What follows belongs to an exercise in optimizing a design on an open flow for small area, a short achievable clock period and few clock cycles per item; a production flow would make more cautious choices. Only simulation tests tie the RTL to the original design; equivalence was not proved.

## the baseline
==> flow/design.v (excerpt) <==
module mul_pipe_unit #(
    parameter int XLEN   = 32,
    parameter int STAGES = 3,
    parameter int TAG_W  = 5
) (
    input  logic              CLK_0,
    input  logic              RST_0,
    input  logic              in_valid,
    output logic              in_ready,
    input  logic [1:0]        in_op,
    input  logic [XLEN-1:0]   in_a,
    input  logic [XLEN-1:0]   in_b,
    input  logic [TAG_W-1:0]  in_tag,
    output logic              out_valid,
    input  logic              out_ready,
    output logic [XLEN-1:0]   out_result,
    output logic [TAG_W-1:0]  out_tag
);
==> flow/config.mk <==
export PLATFORM = sky130hd
export DESIGN_NAME = mul_pipe_unit
export DESIGN_NICKNAME = mul_pipe_unit
export VERILOG_FILES = /design/flow/design.v
export SDC_FILE = /design/flow/constraint.sdc
export NUM_CORES = 4
export LEC_CHECK = 0
export ABC_AREA = 1
export CAP_MARGIN = 20
export CORE_MARGIN = 2
export CORE_UTILIZATION = 40
export SLEW_MARGIN = 20
export SYNTH_HIERARCHICAL = 1
==> flow/constraint.sdc <==
create_clock -name core_clock -period 10.0 [get_ports {CLK_0}]
set_input_delay 2.0000 -clock core_clock [delete_from_list [all_inputs] [get_ports {CLK_0}]]
set_output_delay 2.0000 -clock core_clock [all_outputs]
set_load 0.01 [all_outputs]
standard.sh (not shown) runs the stock make flow with config.mk's settings and CLKGATE_MAP_FILE= SYNTH_SCRIPT=/design/flow/synth_recipe.tcl, a recipe that flattens the netlist after the stock synthesis.
==> flow/flow/run.sh <==
#!/bin/bash
# Own layout flow: the standard ORFS flow with the standard synthesis unchanged;
# the port buffers are plain sky130_fd_sc_hd__buf_2 cells and timing repair aims at the margin below.
# make's full output goes to flow_make.log here; ORFS's per-step logs are under orfs/logs/.
set -euo pipefail
bash standard.sh "BUFFER_PORTS_ARGS=-buffer_cell sky130_fd_sc_hd__buf_2" SETUP_SLACK_MARGIN=5.2 finish > flow_make.log 2>&1
Testbench counts of the baseline, summed over its fixed seeds: cycles 3,216, items 3,200.
Inputs modified between the baseline and the candidate:
-- flow/flow/run.sh --
<<< the baseline, line 6
bash standard.sh "BUFFER_PORTS_ARGS=-buffer_cell sky130_fd_sc_hd__buf_2" SETUP_SLACK_MARGIN=5.2 finish > flow_make.log 2>&1
>>> the candidate, line 6
bash standard.sh "BUFFER_PORTS_ARGS=-buffer_cell sky130_fd_sc_hd__buf_2" SETUP_SLACK_MARGIN=5.3 finish > flow_make.log 2>&1
==> comparison <==
Looking at clock latency on the worst-skew pair, the candidate sits below the baseline. Relative to the baseline, first-pass GRT wire length has decreased by 1.6% in the candidate. Per the comparison of the candidate with the baseline, clock skew shows no meaningful change; final cell area excluding filler cells roughly the same; via count of the first global-routing pass now sits lower. Diff the baseline -> the candidate: final worst setup slack +0.043 ns, routed wire length down 2.5%, via count shrank by about 0.8%, smallest hold slack fell 0.0032 ns. Diff the candidate..the baseline | layout overhead on the synthesized area | negligible.

========
mul_pipe_unit, a different RTL version from the one above (not shown whole).
Size in the first run: ~3300 cells after synthesis, roughly 180 flip-flops, about 30000 µm² of cells after synthesis.
Design mul_pipe_unit, start of the top module:
module mul_pipe_unit #(
    parameter int XLEN   = 32,
    parameter int STAGES = 3,
    parameter int TAG_W  = 5
) (
    input  logic              CLK_0,
    input  logic              RST_0,
    input  logic              in_valid,
    output logic              in_ready,
    input  logic [1:0]        in_op,
    input  logic [XLEN-1:0]   in_a,
    input  logic [XLEN-1:0]   in_b,
    input  logic [TAG_W-1:0]  in_tag,
    output logic              out_valid,
    input  logic              out_ready,
    output logic [XLEN-1:0]   out_result,
    output logic [TAG_W-1:0]  out_tag
);
    logic adv;
    logic v1, v2;
    assign adv      = !v2 || out_ready;
    assign in_ready = adv;
    always_ff @(posedge CLK_0) begin
        if (RST_0) begin
            v1 <= 1'b0;
            v2 <= 1'b0;
        end else if (adv) begin
            v1 <= in_valid;
            v2 <= v1;
        end
    end
    logic [32:0] a_ext;
    logic [33:0] b_ext;    
    logic [33:0] b_lo;     
    logic [16:0] one_d, two_d, neg_d;
    assign a_ext = {(in_op != 2'b11) & in_a[31], in_a};
    assign b_ext = {{2{!in_op[1] & in_b[31]}}, in_b};
    assign b_lo  = {b_ext[32:0], 1'b0};
    always_comb begin
        for (int i = 0; i < 17; i++) begin
            one_d[i] = b_ext[2*i] ^ b_lo[2*i];
            two_d[i] = (b_ext[2*i+1] & !b_ext[2*i] & !b_lo[2*i]) | (!b_ext[2*i+1] & b_ext[2*i] & b_lo[2*i]);
            neg_d[i] = b_ext[2*i+1];
        end
    end
    logic [32:0]      a_q;
    logic [16:0]      bone_q, btwo_q, bneg_q;
    logic             mul_q1;
    logic [TAG_W-1:0] tag_q1;
    always_ff @(posedge CLK_0) begin
        if (adv) begin
            a_q    <= a_ext;
            bone_q <= one_d;
            btwo_q <= two_d;
            bneg_q <= neg_d;
            mul_q1 <= (in_op == 2'b00);
            tag_q1 <= in_tag;
        end
    end
    logic [577:0] pp;
    logic [16:0]  ppn;
    logic [34:0]  a_sh;
    assign a_sh = {a_q[32], a_q, 1'b0};    
    always_comb begin
        for (int i = 0; i < 17; i++) begin
            for (int j = 0; j < 34; j++) begin
                pp[i*34+j] = ((bone_q[i] & a_sh[j+1]) | (btwo_q[i] & a_sh[j])) ^ bneg_q[i];
            end
            ppn[i] = !pp[i*34+33];
        end
    end
    logic k0;
    logic k1;
    logic k2;
    logic k3;
    logic k4;
    logic k5;
    logic k6;
    logic k7;
  ...
Settings: LEC_CHECK=0, ABC_AREA=1, CAP_MARGIN=20, CORE_MARGIN=2, CORE_UTILIZATION=60, PLACE_DENSITY=0.75, SETUP_SLACK_MARGIN=5, SLEW_MARGIN=20, SYNTH_HIERARCHICAL=1; clock period 10.0 ns.
run.sh (not shown) runs the stock make flow with config.mk's settings and CLKGATE_MAP_FILE= SYNTH_SCRIPT=/design/flow/synth_recipe.tcl, a recipe that flattens the netlist after the stock synthesis.
Stock flow here: none of the scripts above is used.
The starting point completed without violations.
Testbench counts at the start, summed over its fixed seeds: cycles 3,216, items 3,200.
Next try:
- ABC_AREA: 1 -> unset
- ABC_CLOCK_PERIOD_IN_PS: unset -> 4500
- CORE_UTILIZATION: 60 -> 40
- PLACE_DENSITY: 0.75 -> unset
The new run passed the timing, design-rule and antenna checks.
Routed wire length decreases by about 5%.
Die area increases by about 46%.
Clock skew is about the same.
Core utilization decreases by 21 points.
Next try:
==> flow/flow/run.sh (new file) <==
#!/bin/bash
# Own layout flow: the standard ORFS flow (standard synthesis unchanged), with
# port buffers of a plain buffer cell and timing repair aimed below the clock period.
set -euo pipefail
bash standard.sh "BUFFER_PORTS_ARGS=-buffer_cell sky130_fd_sc_hd__buf_2" SETUP_SLACK_MARGIN=6.0 finish > flow_make.log 2>&1
==> flow/standard.sh (new file) <==
#!/bin/bash
# synth_recipe.tcl (not shown) runs the flow's synth.tcl, then flattens the netlist and writes it again
# the make line also repeats each setting of config.mk as NAME=value (left out here)
make -C /OpenROAD-flow-scripts/flow DESIGN_CONFIG=/design/flow/config.mk WORK_HOME=/design/flow/orfs CLKGATE_MAP_FILE= SYNTH_SCRIPT=/design/flow/synth_recipe.tcl "${@:-finish}"
- ABC_AREA: unset -> 1
- ABC_CLOCK_PERIOD_IN_PS: 4500 -> unset
- SETUP_SLACK_MARGIN: 5 -> unset
removed: flow/run.sh
The new run finished clean.
Cell count rises by a quarter to a third.
Final area climbs by about a fifth.
Via count rises by about a fifth.
Flip-flop and latch count stays the same.
Critical path depth increases by 2.
Non-clock buffer count grows by 193.
Utilization increases by 8.1 points.
Next try:
==> flow/flow/run.sh (replaced) <==
#!/bin/bash
# Own layout flow: the standard ORFS flow with the standard synthesis unchanged;
# the port buffers are plain sky130_fd_sc_hd__buf_1 cells. make's full output
# goes to flow_make.log here; ORFS's per-step logs are under orfs/logs/.
set -euo pipefail
bash standard.sh "BUFFER_PORTS_ARGS=-buffer_cell sky130_fd_sc_hd__buf_1"  finish > flow_make.log 2>&1
- CTS_BUF_LIST: unset -> sky130_fd_sc_hd__clkbuf_4 sky130_fd_sc_hd__clkbuf_8
- SETUP_SLACK_MARGIN: unset -> 5
Result: The new run finished with timing, DRC and antenna clean; critical path depth went up by 1; routed wire length falls by 17%; final area shrinks by 19%; worst hold slack gains 6.1 ps; area after synthesis does not change; flip-flop and latch count stays the same; clock-buffer cell count is unchanged; clock skew went up by 5.2 ps.

-- afterwards: timing with drivers on the ports --
Ports are ideal in the flow. The routed layouts listed here were re-timed in OpenROAD. Step 1 (the two cells are an assumption about what drives the block):
set clk [get_ports {CLK_0}]
set_driving_cell -lib_cell sky130_fd_sc_hd__clkbuf_16 $clk
set_driving_cell -lib_cell sky130_fd_sc_hd__buf_2 [delete_from_list [all_inputs] $clk]
Step 2 moves the port delays by t, midway between the first and last clock arrival at a register: inputs arrive t later, outputs are due t later. That takes back most of the time a late clock gives input paths. a / b / c = ideal / step 1 / step 2; a / b = the first two.
| run | shift t [ns] | setup WS [ns] | worst setup path after step 2 | clock arrival spread, ns |
|---|---|---|---|---|
| the baseline | 0.573 | 5.361 / 5.305 / 5.361 | register to register | 0.015 / 0.015 |
| the candidate | 0.556 | 5.404 / 5.355 / 5.404 | register to register | 0.013 / 0.012 |
| the first run of note 2 | 0.565 | 4.927 / 4.927 / 4.927 | register to register | 0.017 / 0.016 |
| the second run of note 2 | 0.547 | 4.602 / 4.538 / 5.085 | register to output | 0.016 / 0.016 |
| the third run of note 2 | 0.564 | 5.351 / 5.351 / 5.351 | register to register | 0.022 / 0.022 |
| the fourth run of note 2 | 0.631 | 5.108 / 5.108 / 5.108 | register to register | 0.027 / 0.027 |
After both steps every run listed still meets setup and hold.
